What follows belongs to an exercise in optimizing a design on an open flow for small area and a short achievable clock period; a production flow would make more cautious choices. Function was checked by simulation only, so behaviour that the tests miss may differ from the original. Power and IR drop assume default switching activity.

== garnet ==
==> module execControl, before the edit <==
module execControl
(
	input  logic                       instrValid,
	input  logic [15:0]                instr,
	output logic                       srcIsReg,     
	output logic [16-1:0]     immB,         
	output logic                       sub,
	output logic [3:1]                 lut,
	output logic                       countImm,     
	output logic                       wrEn,
	output logic                       wrAlu,        
	output logic                       wrShift,      
	output logic                       updArith,
	output logic                       updCmp
);
	logic [3:0] op, ext;
	logic [7:0] imm;
	logic       isReg, isAnd, isOr, isXor, isAdd, isSub, isCmp, isMov, isLui, isShift;
	logic       knownAlu;
	assign op  = instr[15:12];
	assign ext = instr[7:4];
	assign imm = instr[7:0];
	assign isReg    = (op == 4'h0);
	assign isAnd    = isReg ? (ext == 4'h1) : (op == 4'h1);
	assign isOr     = isReg ? (ext == 4'h2) : (op == 4'h2);
	assign isXor    = isReg ? (ext == 4'h3) : (op == 4'h3);
	assign isAdd    = isReg ? (ext == 4'h5) : (op == 4'h5);
	assign isSub    = isReg ? (ext == 4'h9) : (op == 4'h9);
	assign isCmp    = isReg ? (ext == 4'hB) : (op == 4'hB);
	assign isMov    = isReg ? (ext == 4'hD) : (op == 4'hD);
	assign isLui    = (op == 4'hF);
	assign countImm = (ext[3:1] == 3'b000);
	assign isShift  = (op == 4'h8) && ((ext == 4'h4) || countImm);
	regFormDecode i_regForm (.op(op[2:0]), .srcIsReg(srcIsReg));
	always_comb begin
		if (op == 4'hF)
			immB = {imm, 8'h00};
		else if (op[3] ^ op[2])  
			immB = {{8{imm[7]}}, imm};
		else
			immB = {8'h00, imm};
	end
	assign sub   = isSub | isCmp;
	assign lut[1] = ~isAnd;
	assign lut[2] = ~(isAnd | isMov | isLui);
	assign lut[3] = isAnd | isOr | isMov | isLui;
	assign knownAlu = isAnd | isOr | isXor | isAdd | isSub | isMov | isLui;
	assign wrAlu    = instrValid & knownAlu;
	assign wrShift  = instrValid & isShift;
	assign wrEn     = wrAlu | wrShift;
	assign updArith = instrValid & (isAdd | isSub);
	assign updCmp   = instrValid & isCmp;
endmodule
==> module regFormDecode, before the edit <==
module regFormDecode
(
	input  logic [2:0] op,
	output logic       srcIsReg
);
	assign srcIsReg = ~|op;
endmodule
==> module execCore, before the edit <==
module execCore
(
	input  logic                       clk,
	input  logic                       rstN,
	input  logic                       instrValid,
	input  logic [15:0]                instr,
	output logic                       wbValid,
	output logic [4-1:0] wbReg,
	output logic [16-1:0]     wbData,
	output logic                       carry,
	output logic                       low,
	output logic                       overflow,
	output logic                       zero,
	output logic                       negative
);
	localparam int W = 16;
	localparam int N = 16;
	logic [4-1:0] srcAddr, dstAddr;
	logic [W-1:0]   regs [N];
	logic [N*W-1:0] words;
	logic [N-1:0]   current, wbHit, dstHit;
	logic [4-1:0] wbRegN;  
	logic         srcIsReg, sub, countImm, wrEn, wrAlu, wrShift, updArith, updCmp;
	logic [W-1:0] immB;
	logic [3:1]   lut;
	assign dstAddr = instr[11:8];
	assign srcAddr = instr[3:0];
	execControl i_control (
		.instrValid (instrValid),
		.instr      (instr),
		.srcIsReg   (srcIsReg),
		.immB       (immB),
		.sub        (sub),
		.lut        (lut),
		.countImm   (countImm),
		.wrEn       (wrEn),
		.wrAlu      (wrAlu),
		.wrShift    (wrShift),
		.updArith   (updArith),
		.updCmp     (updCmp)
	);
	logic [N-1:0] srcSel, dstSel;
	logic         srcBypass, dstBypass;
	logic [W-1:0] opB, dstData;
	always_comb begin
		for (int i = 0; i < N; i++) begin
			words[i*W +: W] = regs[i];
			wbHit[i]        = (wbReg == i);
			dstHit[i]       = (dstAddr == i);
		end
	end
	readSel i_srcSel (
		.addr    (srcAddr),
		.en      (srcIsReg),
		.current (current),
		.wbReg   (~wbRegN),
		.sel     (srcSel),
		.bypass  (srcBypass)
	);
	readSel #(.HAS_EN(1'b0)) i_dstSel (
		.addr    (dstAddr),
		.en      (1'b1),
		.current (current),
		.wbReg   (~wbRegN),
		.sel     (dstSel),
		.bypass  (dstBypass)
	);
	readMux i_srcMux (
		.sel     (srcSel),
		.bypass  (srcBypass),
		.words   (words),
		.wbData  (wbData),
		.extraEn (~srcIsReg),
		.extra   (immB),
		.data   (opB)
	);
	readMux i_dstMux (
		.sel     (dstSel),
		.bypass  (dstBypass),
		.words   (words),
		.wbData  (wbData),
		.extraEn (1'b0),
		.extra   ({W{1'b0}}),
		.data   (dstData)
	);
	logic [W-1:0] half, rotated, keep, shKeep, base0, base1, if0, if1, wbNext;
	logic         carryOut, carry15, equal;
	logic [4:0] shiftCount;
	assign shiftCount = countImm ? instr[4:0] : opB[4:0];
	shifter i_shifter (
		.value      (dstData),
		.shiftCount (shiftCount),
		.rotated    (rotated),
		.keep       (keep)
	);
	assign base0  = ({W{wrAlu}} & half) | ({W{~wrEn}} & wbData);
	assign base1  = updArith ? ~half : base0;
	assign shKeep = {W{wrShift}} & keep;
	for (genvar i = 0; i < W; i++) begin : g_merge
		shiftMerge i_m0 (.base(base0[i]), .rot(rotated[i]), .keep(shKeep[i]), .y(if0[i]));
		shiftMerge i_m1 (.base(base1[i]), .rot(rotated[i]), .keep(shKeep[i]), .y(if1[i]));
	end
	alu i_alu (
		.regSrc    (opB),
		.regDst    (dstData),
		.sub       (sub),
		.lut       (lut),
		.if0       (if0),
		.if1       (if1),
		.half      (half),
		.nextValue (wbNext),
		.carryOut  (carryOut),
		.carry15   (carry15),
		.equal     (equal)
	);
	always_ff @(posedge clk or negedge rstN) begin
		if (!rstN) begin
			wbValid  <= 1'b0;
			wbReg    <= '0;
			wbRegN   <= '1;
			wbData   <= '0;
			current  <= '0;
			carry    <= 1'b0;
			low      <= 1'b0;
			overflow <= 1'b0;
			zero     <= 1'b0;
			negative <= 1'b0;
		end else begin
			wbValid <= wrEn;
			if (wrEn) begin
				wbReg  <= dstAddr;
				wbRegN <= ~dstAddr;
			end
			wbData  <= wbNext;
			current <= ~(dstHit & {N{wrEn}}) & (current | (wbHit & {N{wrEn}}));
			if (updArith) begin
				carry    <= carryOut ^ sub;
				overflow <= carryOut ^ carry15;
			end
			if (updCmp) begin
				low      <= ~carryOut;
				zero     <= equal;
				negative <= dstData[W-1] ^ opB[W-1] ^ ~carryOut;
			end
		end
	end
	always_ff @(posedge clk) begin
		for (int i = 0; i < N; i++) begin
			if (wbHit[i])
				regs[i] <= wbData;
		end
	end
endmodule
Settings: LEC_CHECK=0, CAP_MARGIN=20, CORE_MARGIN=2, CORE_UTILIZATION=40, SETUP_SLACK_MARGIN=1.5, SLEW_MARGIN=20, SYNTH_HIERARCHICAL=1; clock period 5.5 ns.
standard.sh (not shown) runs the stock make flow with config.mk's settings and CLKGATE_MAP_FILE= SYNTH_SCRIPT=/design/flow/synth_recipe.tcl, a recipe that flattens the netlist after the stock synthesis.
==> flow/flow/run.sh <==
#!/bin/bash
# The standard layout, with plain buffers on the ports (instead of the delay
# cells buffer_ports picks by default) and a clock tree without dummy loads.
set -euo pipefail
bash standard.sh finish \
  "BUFFER_PORTS_ARGS=-buffer_cell sky130_fd_sc_hd__buf_2" \
  "CTS_ARGS=-sink_clustering_enable -repair_clock_nets -dont_use_dummy_load" \
  > make_finish.log 2>&1
diff inputs: garnet => willow
--- a/flow/design.v
+++ b/flow/design.v
@@ -424,5 +424,4 @@
 	output logic                       sub,
 	output logic [3:1]                 lut,
-	output logic                       countImm,     
 	output logic                       wrEn,
 	output logic                       wrAlu,        
@@ -447,7 +446,8 @@
 	assign isMov    = isReg ? (ext == 4'hD) : (op == 4'hD);
 	assign isLui    = (op == 4'hF);
+	logic countImm;
 	assign countImm = (ext[3:1] == 3'b000);
 	assign isShift  = (op == 4'h8) && ((ext == 4'h4) || countImm);
-	regFormDecode i_regForm (.op(op[2:0]), .srcIsReg(srcIsReg));
+	regFormDecode i_regForm (.op(op), .ext(ext[3:1]), .srcIsReg(srcIsReg));
 	always_comb begin
 		if (op == 4'hF)
@@ -471,8 +471,9 @@
 module regFormDecode
 (
-	input  logic [2:0] op,
+	input  logic [3:0] op,
+	input  logic [3:1] ext,
 	output logic       srcIsReg
 );
-	assign srcIsReg = ~|op;
+	assign srcIsReg = ~|op[2:0] & (~op[3] | (|ext));
 endmodule
 `timescale 1ns/10ps
@@ -499,5 +500,5 @@
 	logic [N-1:0]   current, wbHit, dstHit;
 	logic [4-1:0] wbRegN;  
-	logic         srcIsReg, sub, countImm, wrEn, wrAlu, wrShift, updArith, updCmp;
+	logic         srcIsReg, sub, wrEn, wrAlu, wrShift, updArith, updCmp;
 	logic [W-1:0] immB;
 	logic [3:1]   lut;
@@ -511,5 +512,4 @@
 		.sub        (sub),
 		.lut        (lut),
-		.countImm   (countImm),
 		.wrEn       (wrEn),
 		.wrAlu      (wrAlu),
@@ -564,9 +564,7 @@
 	logic [W-1:0] half, rotated, keep, shKeep, base0, base1, if0, if1, wbNext;
 	logic         carryOut, carry15, equal;
-	logic [4:0] shiftCount;
-	assign shiftCount = countImm ? instr[4:0] : opB[4:0];
 	shifter i_shifter (
 		.value      (dstData),
-		.shiftCount (shiftCount),
+		.shiftCount (opB[4:0]),
 		.rotated    (rotated),
 		.keep       (keep)
==> comparison <==
From garnet to willow the numbers moved as follows: number of buffers inserted for hold repair after clock tree synthesis roughly the same; net load switching power now sits lower; violation count after the first detailed-routing iteration fell about 20%; number of non-filler instances in the completed layout shows a reduction of 41; worst setup slack shrank by 0.21 ns.
Utilization was higher in the run labelled garnet.
willow can be clocked slower than garnet.
Of garnet and willow, the lower wire length of the first global-routing pass belongs to willow.

execCore, a different RTL version from the one above (not shown whole).
Size: roughly 45 I/O pins, about 16000 um^2 of cells after synthesis.
## execCore
module execCore
(
	input  logic                       clk,
	input  logic                       rstN,
	input  logic                       instrValid,
	input  logic [15:0]                instr,
	output logic                       wbValid,
	output logic [4-1:0] wbReg,
	output logic [16-1:0]     wbData,
	output logic                       carry,
	output logic                       low,
	output logic                       overflow,
	output logic                       zero,
	output logic                       negative
);
	localparam int W = 16;
	localparam int N = 16;
	logic [4-1:0] srcAddr, dstAddr;
	logic [W-1:0]   regs [N];
	logic [N*W-1:0] words;
	logic [N-1:0]   current, wbHit, dstHit;
	logic [4-1:0] wbRegN;  
	logic         srcIsReg, sub, countImm, wrEn, wrAlu, wrShift, updArith, updCmp;
	logic [W-1:0] immB;
	logic [3:1]   lut;
	assign dstAddr = instr[11:8];
	assign srcAddr = instr[3:0];
	execControl i_control (
		.instrValid (instrValid),
		.instr      (instr),
		.srcIsReg   (srcIsReg),
		.immB       (immB),
		.sub        (sub),
		.lut        (lut),
		.countImm   (countImm),
		.wrEn       (wrEn),
		.wrAlu      (wrAlu),
		.wrShift    (wrShift),
		.updArith   (updArith),
		.updCmp     (updCmp)
	);
	logic [N-1:0] srcSel, dstSel;
	logic         srcBypass, dstBypass;
	logic [W-1:0] opB, dstData;
	always_comb begin
		for (int i = 0; i < N; i++) begin
			words[i*W +: W] = regs[i];
			wbHit[i]        = (wbReg == i);
			dstHit[i]       = (dstAddr == i);
		end
	end
	readSel i_srcSel (
		.addr    (srcAddr),
		.en      (srcIsReg),
		.current (current),
		.wbReg   (~wbRegN),
		.sel     (srcSel),
		.bypass  (srcBypass)
	);
	readSel #(.HAS_EN(1'b0)) i_dstSel (
		.addr    (dstAddr),
		.en      (1'b1),
		.current (current),
		.wbReg   (~wbRegN),
		.sel     (dstSel),
		.bypass  (dstBypass)
	);
	readMux i_srcMux (
		.sel     (srcSel),
		.bypass  (srcBypass),
		.words   (words),
		.wbData  (wbData),
		.extraEn (~srcIsReg),
		.extra   (immB),
		.data   (opB)
	);
	readMux i_dstMux (
		.sel     (dstSel),
		.bypass  (dstBypass),
		.words   (words),
		.wbData  (wbData),
		.extraEn (1'b0),
		.extra   ({W{1'b0}}),
		.data   (dstData)
	);
  ...
==> flow/config.mk <==
export PLATFORM = sky130hd
export DESIGN_NAME = execCore
export DESIGN_NICKNAME = execCore
export VERILOG_FILES = /design/flow/design.v
export SDC_FILE = /design/flow/constraint.sdc
export NUM_CORES = 4
export LEC_CHECK = 0
export CAP_MARGIN = 20
export CORE_MARGIN = 2
export CORE_UTILIZATION = 40
export SETUP_SLACK_MARGIN = 2.0
export SLEW_MARGIN = 20
export SYNTH_HIERARCHICAL = 1
==> flow/constraint.sdc <==
create_clock -name core_clock -period 5.5 [get_ports {clk}]
set_input_delay 1.1000 -clock core_clock [delete_from_list [all_inputs] [get_ports {clk}]]
set_output_delay 1.1000 -clock core_clock [all_outputs]
set_load 0.01 [all_outputs]
==> flow/flow/run.sh <==
#!/bin/bash
# The standard layout, with plain buffers on the ports (instead of the delay
# cells buffer_ports picks by default) and a clock tree of smaller buffers
# without dummy loads.
set -euo pipefail
bash standard.sh finish \
  "BUFFER_PORTS_ARGS=-buffer_cell sky130_fd_sc_hd__buf_2" \
  "CTS_ARGS=-sink_clustering_enable -repair_clock_nets -dont_use_dummy_load -buf_list sky130_fd_sc_hd__clkbuf_8 -sink_clustering_size 16 -sink_clustering_max_diameter 60" \
  > make_finish.log 2>&1
The first run passed the timing, DRC and antenna checks.
Then changed:
--- a/flow/design.v
+++ b/flow/design.v
@@ -160,28 +160,35 @@
 module pfxNor (input logic a, b, output logic y); assign y = ~(a | b); endmodule
 module pfxInv (input logic a, output logic y); assign y = ~a; endmodule
 module pfxMux (input logic s, a0, a1, output logic y); assign y = s ? a1 : a0; endmodule
 module alu
 (
 	input  logic [16-1:0] regSrc,       
 	input  logic [16-1:0] regDst,       
 	input  logic                   sub,          
+	input  logic [3:1]             lut,          
 	input  logic [16-1:0] if0,          
 	input  logic [16-1:0] if1,          
+	output logic [16-1:0] half,         
 	output logic [16-1:0] nextValue,
 	output logic                   carryOut,     
 	output logic                   carry15,      
 	output logic                   equal         
 );
 	logic [16-1:0] a, b, p;
 	assign a = regDst;
 	assign b = regSrc ^ {16{sub}};
 	assign p = a ^ b;
 	assign equal = &p;
+	always_comb begin
+		for (int i = 0; i < 16; i++) begin
+			half[i] = b[i] ? (a[i] ? lut[3] : lut[1]) : (a[i] & lut[2]);
+		end
+	end
 	logic g0c;
 	logic gn0_1;
 	logic tn0_1;
 	logic gn0_2;
 	logic tn0_2;
 	logic gn0_3;
 	logic tn0_3;
 	logic gn0_4;
@@ -396,34 +403,21 @@
 	assign r4 = shiftCount[2] ? {r2[W-5:0], r2[W-1:W-4]}   : r2;
 	assign rotated = shiftCount[3] ? {r4[W-9:0], r4[W-1:W-8]} : r4;
 	always_comb begin
 		for (int j = 0; j < W; j++) begin
 			keep[j] = (j >= shiftCount[3:0]) ^ shiftCount[4];
 		end
 	end
 endmodule
-module lutSel (
-	input  logic       a, b,
-	input  logic [3:0] tab,
-	output logic       y
-);
-	assign y = a ? (b ? tab[3] : tab[2]) : (b ? tab[1] : tab[0]);
-endmodule
-module holdTerm (
-	input  logic hold, held, rot, keep,
-	output logic yn
-);
-	assign yn = ~((hold & held) | (rot & keep));
-endmodule
-module nand2g (
-	input  logic a, b,
+module shiftMerge (
+	input  logic base, rot, keep,
 	output logic y
 );
-	assign y = ~(a & b);
+	assign y = base | (rot & keep);
 endmodule
 `timescale 1ns/10ps
 module execControl
 (
 	input  logic                       instrValid,
 	input  logic [15:0]                instr,
 	output logic                       srcIsReg,     
 	output logic [16-1:0]     immB,         
@@ -562,53 +556,41 @@
 		.sel     (dstSel),
 		.bypass  (dstBypass),
 		.words   (words),
 		.wbData  (wbData),
 		.extraEn (1'b0),
 		.extra   ({W{1'b0}}),
 		.data   (dstData)
 	);
-	logic [W-1:0] rotated, keep, shKeep, if0, if1, wbNext;
+	logic [W-1:0] half, rotated, keep, shKeep, base0, base1, if0, if1, wbNext;
 	logic         carryOut, carry15, equal;
 	logic [4:0] shiftCount;
 	assign shiftCount = countImm ? instr[4:0] : opB[4:0];
 	shifter i_shifter (
 		.value      (dstData),
 		.shiftCount (shiftCount),
 		.rotated    (rotated),
 		.keep       (keep)
 	);
-	logic [3:0] tab0n, tab1n;  
-	logic [3:0] lutVal;        
-	always_comb begin
-		for (int k = 0; k < 4; k++) begin
-			if (k[0] ^ sub)
-				lutVal[k] = k[1] ? lut[3] : lut[1];
-			else
-				lutVal[k] = k[1] & lut[2];
-			tab0n[k] = ~(wrAlu & lutVal[k]);
-			tab1n[k] = updArith ? lutVal[k] : tab0n[k];
-		end
-	end
+	assign base0  = ({W{wrAlu}} & half) | ({W{~wrEn}} & wbData);
+	assign base1  = updArith ? ~half : base0;
 	assign shKeep = {W{wrShift}} & keep;
-	for (genvar i = 0; i < W; i++) begin : g_next
-		logic f0n, f1n, kn;
-		lutSel   i_f0 (.a(dstData[i]), .b(opB[i]), .tab(tab0n), .y(f0n));
-		lutSel   i_f1 (.a(dstData[i]), .b(opB[i]), .tab(tab1n), .y(f1n));
-		holdTerm i_k  (.hold(~wrEn), .held(wbData[i]), .rot(rotated[i]), .keep(shKeep[i]), .yn(kn));
-		nand2g   i_n0 (.a(f0n), .b(kn), .y(if0[i]));
-		nand2g   i_n1 (.a(f1n), .b(kn), .y(if1[i]));
+	for (genvar i = 0; i < W; i++) begin : g_merge
+		shiftMerge i_m0 (.base(base0[i]), .rot(rotated[i]), .keep(shKeep[i]), .y(if0[i]));
+		shiftMerge i_m1 (.base(base1[i]), .rot(rotated[i]), .keep(shKeep[i]), .y(if1[i]));
 	end
 	alu i_alu (
 		.regSrc    (opB),
 		.regDst    (dstData),
 		.sub       (sub),
+		.lut       (lut),
 		.if0       (if0),
 		.if1       (if1),
+		.half      (half),
 		.nextValue (wbNext),
 		.carryOut  (carryOut),
 		.carry15   (carry15),
 		.equal     (equal)
 	);
 	always_ff @(posedge clk or negedge rstN) begin
 		if (!rstN) begin
 			wbValid  <= 1'b0;
After rerunning:
- maximum frequency climbs by 0.78%
- combinational power stays flat
- clock-buffer cell count falls by 2
- wire length drops by 1.8%
- worst hold slack got worse by 11 ps
- first-iteration DRC count came out higher by 4.8%

[port drivers added, routing unchanged]
How much do the figures lean on ideal ports? The routed layouts below were timed once more, with nothing changed but the port constraints.
Step 1, drivers: a clkbuf_16 drives clk and a buf_2 each remaining input, both assumed.
Step 2 times the ports against the registers' clock, not the clock port: input delays grow and output delays shrink by t, the midpoint of the rising clock arrivals with the driver on.
a / b / c = ideal / step 1 / step 2; a / b = the first two.
run | shift t [ns] | setup WS [ns] | latest minus earliest clock arrival (ns) | worst slew at a driven data input, ns
garnet | 0.560 | 1.266 / 1.257 / 0.697 | 0.046 / 0.045 | 0.07
willow | 0.557 | 1.052 / 1.057 / 0.500 | 0.058 / 0.058 | 0.06
the first run of note 2 | 0.656 | 1.398 / 1.384 / 0.728 | 0.081 / 0.081 | 0.07
the second run of note 2 | 0.659 | 1.429 / 1.420 / 0.761 | 0.066 / 0.066 | 0.07
After both steps setup and hold are still met in every run listed. For the first run of note 2, which loses most, drivers alone change the setup slack by -0.014 ns; drivers and shift together by -0.670 ns.
